From an optimization exercise on the open Yosys and OpenROAD flow, aimed at small area; shortcuts taken in it are not production practice.
The RTL was checked by simulation tests, not by an equivalence proof against the original design.
Power and IR drop assume default switching activity.

Design axis_lbus_seg_packer, start of the top module:
module axis_lbus_seg_packer #(
  parameter int NSEG      = 4,
  parameter int SEG_BYTES = 16
) (
  input  logic                      clk,
  input  logic                      rst_n,
  input  logic [NSEG*128-1:0]       s_axis_tdata,
  input  logic [NSEG*SEG_BYTES-1:0] s_axis_tkeep,
  input  logic                      s_axis_tlast,
  input  logic                      s_axis_tvalid,
  output logic                      s_axis_tready,
  output logic [NSEG*128-1:0]       lbus_data,
  output logic [NSEG-1:0]           lbus_ena,
  output logic [NSEG-1:0]           lbus_sop,
  output logic [NSEG-1:0]           lbus_eop,
  output logic [NSEG-1:0]           lbus_err,
  output logic [NSEG*4-1:0]         lbus_mty,
  input  logic                      lbus_rdy
);
  localparam int PW = NSEG*128 + NSEG*4 + 2;   
  logic [NSEG-1:0]   cv_ena;
  logic [NSEG*4-1:0] cv_mty;
  logic              any_en, cv_err;
  ...
Size in the first run: ~2,400 cells after synthesis, roughly 1,100 flip-flops, roughly 1,100 I/O pins, roughly 32,000 sq um of cells after synthesis.
==> flow/config.mk <==
export PLATFORM = sky130hd
export DESIGN_NAME = axis_lbus_seg_packer
export DESIGN_NICKNAME = axis_lbus_seg_packer
export VERILOG_FILES = /design/flow/design.v
export SDC_FILE = /design/flow/constraint.sdc
export NUM_CORES = 4
export LEC_CHECK = 0
export ABC_AREA = 1
export CAP_MARGIN = 0
export CORE_AREA = 4 4 636 136
export DIE_AREA = 0 0 640 140
export SLEW_MARGIN = 0
==> flow/constraint.sdc <==
create_clock -name core_clock -period 4.0 [get_ports {clk}]
set_input_delay 0.8000 -clock core_clock [delete_from_list [all_inputs] [get_ports {clk}]]
set_output_delay 0.8000 -clock core_clock [all_outputs]
set_load 0.01 [all_outputs]
standard.sh (not shown) runs the stock make flow with config.mk's settings and CLKGATE_MAP_FILE= SYNTH_SCRIPT=/design/flow/synth_recipe.tcl, a recipe that flattens the netlist after the stock synthesis.
==> flow/flow/run.sh <==
#!/bin/bash
# The standard layout (standard.sh) with these changes:
# - synthesis maps the combinational logic with flow/abc_logic.script (flow/my_synth.tcl);
#   the registers are the standard synthesis's;
# - port buffers are the smallest buffer cell;
# - buffers that ABC inserted are removed before placement (repair_design rebuilds what is needed);
# - the clock tree uses clustered clkbuf_8 leaves and no dummy loads.
set -euo pipefail
work=$(pwd)
sed "s#SYNTH_SCRIPT=[^ ]*#SYNTH_SCRIPT=$work/flow/my_synth.tcl#" standard.sh > my_standard.sh
grep -q "SYNTH_SCRIPT=$work/flow/my_synth.tcl" my_standard.sh
bash my_standard.sh "BUFFER_PORTS_ARGS=-buffer_cell sky130_fd_sc_hd__buf_1" REMOVE_ABC_BUFFERS=1 \
  "CTS_ARGS=-sink_clustering_enable -repair_clock_nets -sink_clustering_size 16 -sink_clustering_max_diameter 45 -buf_list sky130_fd_sc_hd__clkbuf_8 -dont_use_dummy_load" \
  finish > run_standard.log 2>&1
==> flow/flow/abc_logic.script <==
strash
&get -n
&st
&synch2
&if -m -K 6
&mfs
&st
&dch -f
&nf -R 1000
&put
topo
==> flow/flow/my_synth.tcl <==
# The standard flow's synthesis (synth_recipe.tcl in the work folder), with one change: the ABC run that maps
# the combinational logic uses flow/abc_logic.script. Registers are mapped before ABC runs, so
# they are the same as in the standard synthesis.
set my_flow_dir [file dirname [file normalize [info script]]]
set my_abc_script [file join $my_flow_dir abc_logic.script]
proc abc {args} {
  set i [lsearch -exact $args -script]
  if { $i >= 0 } { lset args [expr { $i + 1 }] $::my_abc_script }
  yosys abc {*}$args
}
source [file join [file dirname $my_flow_dir] synth_recipe.tcl]
Next try:
--- a/flow/config.mk
+++ b/flow/config.mk
@@ -7,6 +7,6 @@
 export LEC_CHECK = 0
 export ABC_AREA = 1
-export CAP_MARGIN = 0
-export CORE_AREA = 4 4 636 136
-export DIE_AREA = 0 0 640 140
-export SLEW_MARGIN = 0
+export CAP_MARGIN = 20
+export CORE_AREA = 4 4 596 176
+export DIE_AREA = 0 0 600 180
+export SLEW_MARGIN = 20
Outcome: Setup slack got worse by 150 ps; via count rose by 5.8%; count of clock-buffer cells in the layout rose by 2; routed wire length rose by 33%; critical path depth fell by 1; core utilization fell by 8.0 points; sequential share of layout area fell by 0.40 points; global-route usage rose by 2.4 points; die area rose by 21%; first-iteration DRC count rose by 48%.
Next try:
--- a/flow/flow/run.sh
+++ b/flow/flow/run.sh
@@ -11,4 +11,4 @@
 grep -q "SYNTH_SCRIPT=$work/flow/my_synth.tcl" my_standard.sh
 bash my_standard.sh "BUFFER_PORTS_ARGS=-buffer_cell sky130_fd_sc_hd__buf_1" REMOVE_ABC_BUFFERS=1 \
-  "CTS_ARGS=-sink_clustering_enable -repair_clock_nets -sink_clustering_size 16 -sink_clustering_max_diameter 45 -buf_list sky130_fd_sc_hd__clkbuf_8 -dont_use_dummy_load" \
+  "CTS_ARGS=-sink_clustering_enable -repair_clock_nets -sink_clustering_size 18 -sink_clustering_max_diameter 40 -buf_list sky130_fd_sc_hd__clkbuf_8 -dont_use_dummy_load" \
   finish > run_standard.log 2>&1
--- a/flow/config.mk
+++ b/flow/config.mk
@@ -8,5 +8,6 @@
 export ABC_AREA = 1
 export CAP_MARGIN = 20
-export CORE_AREA = 4 4 596 176
-export DIE_AREA = 0 0 600 180
+export CORE_AREA = 4 4 636 136
+export DIE_AREA = 0 0 640 140
+export PLACE_DENSITY = 0.75
 export SLEW_MARGIN = 20
Via count is higher by 0.59%. Global-route usage is higher by 2.7 points. Non-clock buffer count is lower by 15. Synthesized area stays the same. Total power is lower by 1.3%.


Setup of maple:
The RTL this note starts from:
==> flow/design.v <==
module axis_lbus_seg_packer #(
  parameter int NSEG      = 4,
  parameter int SEG_BYTES = 16
) (
  input  logic                      clk,
  input  logic                      rst_n,
  input  logic [NSEG*128-1:0]       s_axis_tdata,
  input  logic [NSEG*SEG_BYTES-1:0] s_axis_tkeep,
  input  logic                      s_axis_tlast,
  input  logic                      s_axis_tvalid,
  output logic                      s_axis_tready,
  output logic [NSEG*128-1:0]       lbus_data,
  output logic [NSEG-1:0]           lbus_ena,
  output logic [NSEG-1:0]           lbus_sop,
  output logic [NSEG-1:0]           lbus_eop,
  output logic [NSEG-1:0]           lbus_err,
  output logic [NSEG*4-1:0]         lbus_mty,
  input  logic                      lbus_rdy
);
  localparam int PW = NSEG*128 + NSEG*4 + 2;   
  logic [NSEG-1:0]   cv_ena;
  logic [NSEG*4-1:0] cv_mty;
  logic              any_en, cv_err;
  logic tready_q, skid_v_q, in_pkt_q, bad_pkt_q, out_pkt_q;
  logic [PW-1:0] cv_pay, skid_q, out_q, m_pay;
  logic          out_eop_q, out_err_q;
  assign any_en = |s_axis_tkeep;
  always_comb begin : convert
    cv_ena = '0;
    cv_mty = '0;
    for (int s = 0; s < NSEG; s++) begin
      cv_ena[s] = |s_axis_tkeep[SEG_BYTES*s +: SEG_BYTES];
      for (int b = SEG_BYTES-1; b >= 0; b--) begin
        if (s_axis_tkeep[SEG_BYTES*s + b]) cv_mty[4*s +: 4] = 4'(b);
      end
    end
    if (!any_en) begin
      cv_ena[0]   = s_axis_tlast;
      cv_mty[3:0] = {4{s_axis_tlast}};
    end
  end
  logic viol;
  always_comb begin : keep_check
    logic below, above;
    logic [NSEG-1:0] en;
    viol  = 1'b0;
    below = 1'b0;
    for (int s = 0; s < NSEG; s++) en[s] = |s_axis_tkeep[SEG_BYTES*s +: SEG_BYTES];
    for (int s = 0; s < NSEG; s++) begin
      above = 1'b0;
      for (int t = 0; t < NSEG; t++) if (t > s) above = above | en[t];
      if (en[s]) begin
        for (int b = 0; b < SEG_BYTES-1; b++)
          if (s_axis_tkeep[SEG_BYTES*s + b] && !s_axis_tkeep[SEG_BYTES*s + b + 1]) viol = 1'b1;
        if (!s_axis_tkeep[SEG_BYTES*s] && (above || !s_axis_tlast)) viol = 1'b1;
      end else begin
        if (below && above) viol = 1'b1;
        if (above && !below && in_pkt_q) viol = 1'b1;
        if (below && !above && !s_axis_tlast) viol = 1'b1;
      end
      below = below | en[s];
    end
  end
  assign cv_err = ~any_en | bad_pkt_q | viol;
  logic [NSEG-1:0] out_ena_q, skid_ena_q, m_ena;
  logic            out_v, adv, hold, push;
  logic            out_v2_q;   
  assign out_v = |out_ena_q;
  assign adv   = ~out_v | lbus_rdy;
  assign hold  = out_v2_q & ~lbus_rdy;
  assign push  = s_axis_tvalid & tready_q & (any_en | s_axis_tlast);
  assign m_ena = ({NSEG{s_axis_tvalid & tready_q}} & cv_ena) | ({NSEG{skid_v_q}} & skid_ena_q);
  always_ff @(posedge clk or negedge rst_n) begin
    if (!rst_n) begin
      out_ena_q <= '0;
      out_v2_q  <= 1'b0;
      skid_v_q  <= 1'b0;
      tready_q  <= 1'b0;
      in_pkt_q  <= 1'b0;
      bad_pkt_q <= 1'b0;
      out_pkt_q <= 1'b0;
    end else begin
      if (adv) out_ena_q <= m_ena;
      if (adv) out_v2_q  <= |m_ena;
      skid_v_q <= ~adv & (skid_v_q | push);
      tready_q <= ~(~adv & (skid_v_q | push));
      if (push) begin
        in_pkt_q  <= ~s_axis_tlast;
        bad_pkt_q <= ~s_axis_tlast & (bad_pkt_q | viol);
      end
      if (out_v & lbus_rdy) out_pkt_q <= ~out_eop_q;
    end
  end
  assign cv_pay = {cv_err, s_axis_tlast, cv_mty, s_axis_tdata};
  assign m_pay  = ({PW{tready_q}} & cv_pay) | ({PW{skid_v_q}} & skid_q);
  always_ff @(posedge clk) begin
    skid_ena_q <= m_ena;
    skid_q     <= m_pay;
    out_q      <= (m_pay & {PW{adv}}) | (out_q & {PW{hold}});
  end
  assign out_eop_q = out_q[PW-2];
  assign out_err_q = out_q[PW-1];
  logic [NSEG-1:0] lowest, highest;
  always_comb begin
    logic seen;
    seen = 1'b0;
    for (int s = 0; s < NSEG; s++) begin
      lowest[s] = out_ena_q[s] & ~seen;
      seen      = seen | out_ena_q[s];
    end
    seen = 1'b0;
    for (int s = NSEG-1; s >= 0; s--) begin
      highest[s] = out_ena_q[s] & ~seen;
      seen       = seen | out_ena_q[s];
    end
  end
  assign s_axis_tready = tready_q;
  assign lbus_data     = out_q[NSEG*128-1:0];
  assign lbus_mty      = out_q[NSEG*128 +: NSEG*4];
  assign lbus_ena      = out_ena_q;
  assign lbus_sop      = lowest & {NSEG{~out_pkt_q}};
  assign lbus_eop      = highest & {NSEG{out_eop_q}};
  assign lbus_err      = highest & {NSEG{out_eop_q & out_err_q}};
endmodule
export LEC_CHECK = 0
export ABC_AREA = 1
export CAP_MARGIN = 20
export CORE_AREA = 4 4 386 386
export DIE_AREA = 0 0 390 390
export SLEW_MARGIN = 20
create_clock -name core_clock -period 4.0 [get_ports {clk}]
==> flow/flow/run.sh <==
#!/bin/bash
# Standard layout, with the port buffers made of the smallest buffer cell and a clock tree
# of small clustered buffers without dummy loads.
set -euo pipefail
bash standard.sh "BUFFER_PORTS_ARGS=-buffer_cell sky130_fd_sc_hd__buf_1" REMOVE_ABC_BUFFERS=1 \
  "CTS_ARGS=-sink_clustering_enable -repair_clock_nets -sink_clustering_size 20 -sink_clustering_max_diameter 50 -buf_list sky130_fd_sc_hd__clkbuf_8 -dont_use_dummy_load" \
  finish > run_standard.log 2>&1
maple: PASS, flow complete, no timing, DRC or antenna violations
--- input diff maple..willow ---
- a change of CORE_AREA from 4 4 386 386 to 4 4 636 136
- a change of DIE_AREA from 0 0 390 390 to 0 0 640 140
==> flow/flow/run.sh <==
#!/bin/bash
# Standard layout, with the port buffers made of the smallest buffer cell and a clock tree
# of small clustered buffers without dummy loads.
set -euo pipefail
bash standard.sh "BUFFER_PORTS_ARGS=-buffer_cell sky130_fd_sc_hd__buf_1" REMOVE_ABC_BUFFERS=1 \
  "CTS_ARGS=-sink_clustering_enable -repair_clock_nets -sink_clustering_size 16 -sink_clustering_max_diameter 45 -buf_list sky130_fd_sc_hd__clkbuf_8 -dont_use_dummy_load" \
  finish > run_standard.log 2>&1
[summary]
willow | status: complete | timing, DRC, antenna: pass. Compared willow vs maple, and fraction of standard cell area in multi-input logic is up in willow. Against maple, willow comes in about 13% lower on detailed placement HPWL. As of willow, overall die area had fallen by more than a quarter compared to maple. willow ended up with tready_q as its startpoint of the most critical setup path; maple ended up with out_ena_q[3]. In the metrics for maple and willow, the one carrying the higher leakage power is maple. maple ended up with met4 as its highest layer used for signal routing; willow ended up with met5. In willow, clock-buffer cell count is lower than in maple. Fmax | willow vs maple | willow faster. Initial antenna violation count (willow over maple): decrease, 63%.
[inputs] garnet vs willow
- changing DIE_AREA from 0 0 640 140 to 0 0 390 390
- changing CORE_AREA from 4 4 636 136 to 4 4 386 386
==> flow/flow/run.sh <==
#!/bin/bash
# Standard layout, with the port buffers made of the smallest buffer cell and a clock tree
# of small clustered buffers without dummy loads.
set -euo pipefail
bash standard.sh "BUFFER_PORTS_ARGS=-buffer_cell sky130_fd_sc_hd__buf_1" \
  "CTS_ARGS=-sink_clustering_enable -repair_clock_nets -sink_clustering_size 20 -sink_clustering_max_diameter 60 -buf_list sky130_fd_sc_hd__clkbuf_8 -dont_use_dummy_load" \
  finish > run_standard.log 2>&1
Notes after the runs:
- Comparing the two runs side by side, garnet comes out behind willow on die area.
- Run comparison: willow end point of the critical path s_axis_tready; garnet end point of the critical path lbus_sop[3]
- willow -> garnet: static leakage increased slightly
- Number of global-route vias before repair delta for garnet relative to willow: 1074 higher
- Going from willow to garnet, wire length of the first global-routing pass grew by more than 10%.
- garnet reports a higher combinational share of power than willow does.
- Side by side, peak per-stage delay on the critical path turned out lower in garnet than in willow.

==> separate check: timing with driven ports <==
How much do the figures lean on ideal ports? The routed layouts below were timed once more, with nothing changed but the port constraints. Step 1: set_driving_cell puts a clkbuf_16 on clk and a buf_2 on each other input, an assumption about the parent block. Step 2 also shifts input and output timing later by t, the mid clock arrival at the registers, as if the neighbouring blocks saw the same clock. Slacks: no drivers / after step 1 / after step 2; pairs: no drivers / after step 1.
run	shift t [ns]	setup WS [ns]	worst setup path after step 2	latest minus earliest clock arrival (ns)	worst slew at a driven data input, ns
the first run of note 1	0.719	1.213 / 1.224 / 0.505	input to register	0.071 / 0.071	0.10
the second run of note 1	0.705	1.067 / 1.083 / 0.378	input to register	0.081 / 0.081	0.24
the third run of note 1	0.707	0.999 / 0.966 / 0.259	input to register	0.071 / 0.070	0.25
maple	0.843	1.178 / 1.102 / 1.170	input to register	0.167 / 0.167	0.18
willow	0.704	1.220 / 1.185 / 1.171	input to register	0.070 / 0.070	0.16
garnet	0.814	1.035 / 0.958 / 1.053	input to register	0.122 / 0.122	0.18
After both steps setup and hold are still met in every run listed. For the third run of note 1, which loses most, drivers alone change the setup slack by -0.033 ns; drivers and shift together by -0.740 ns.
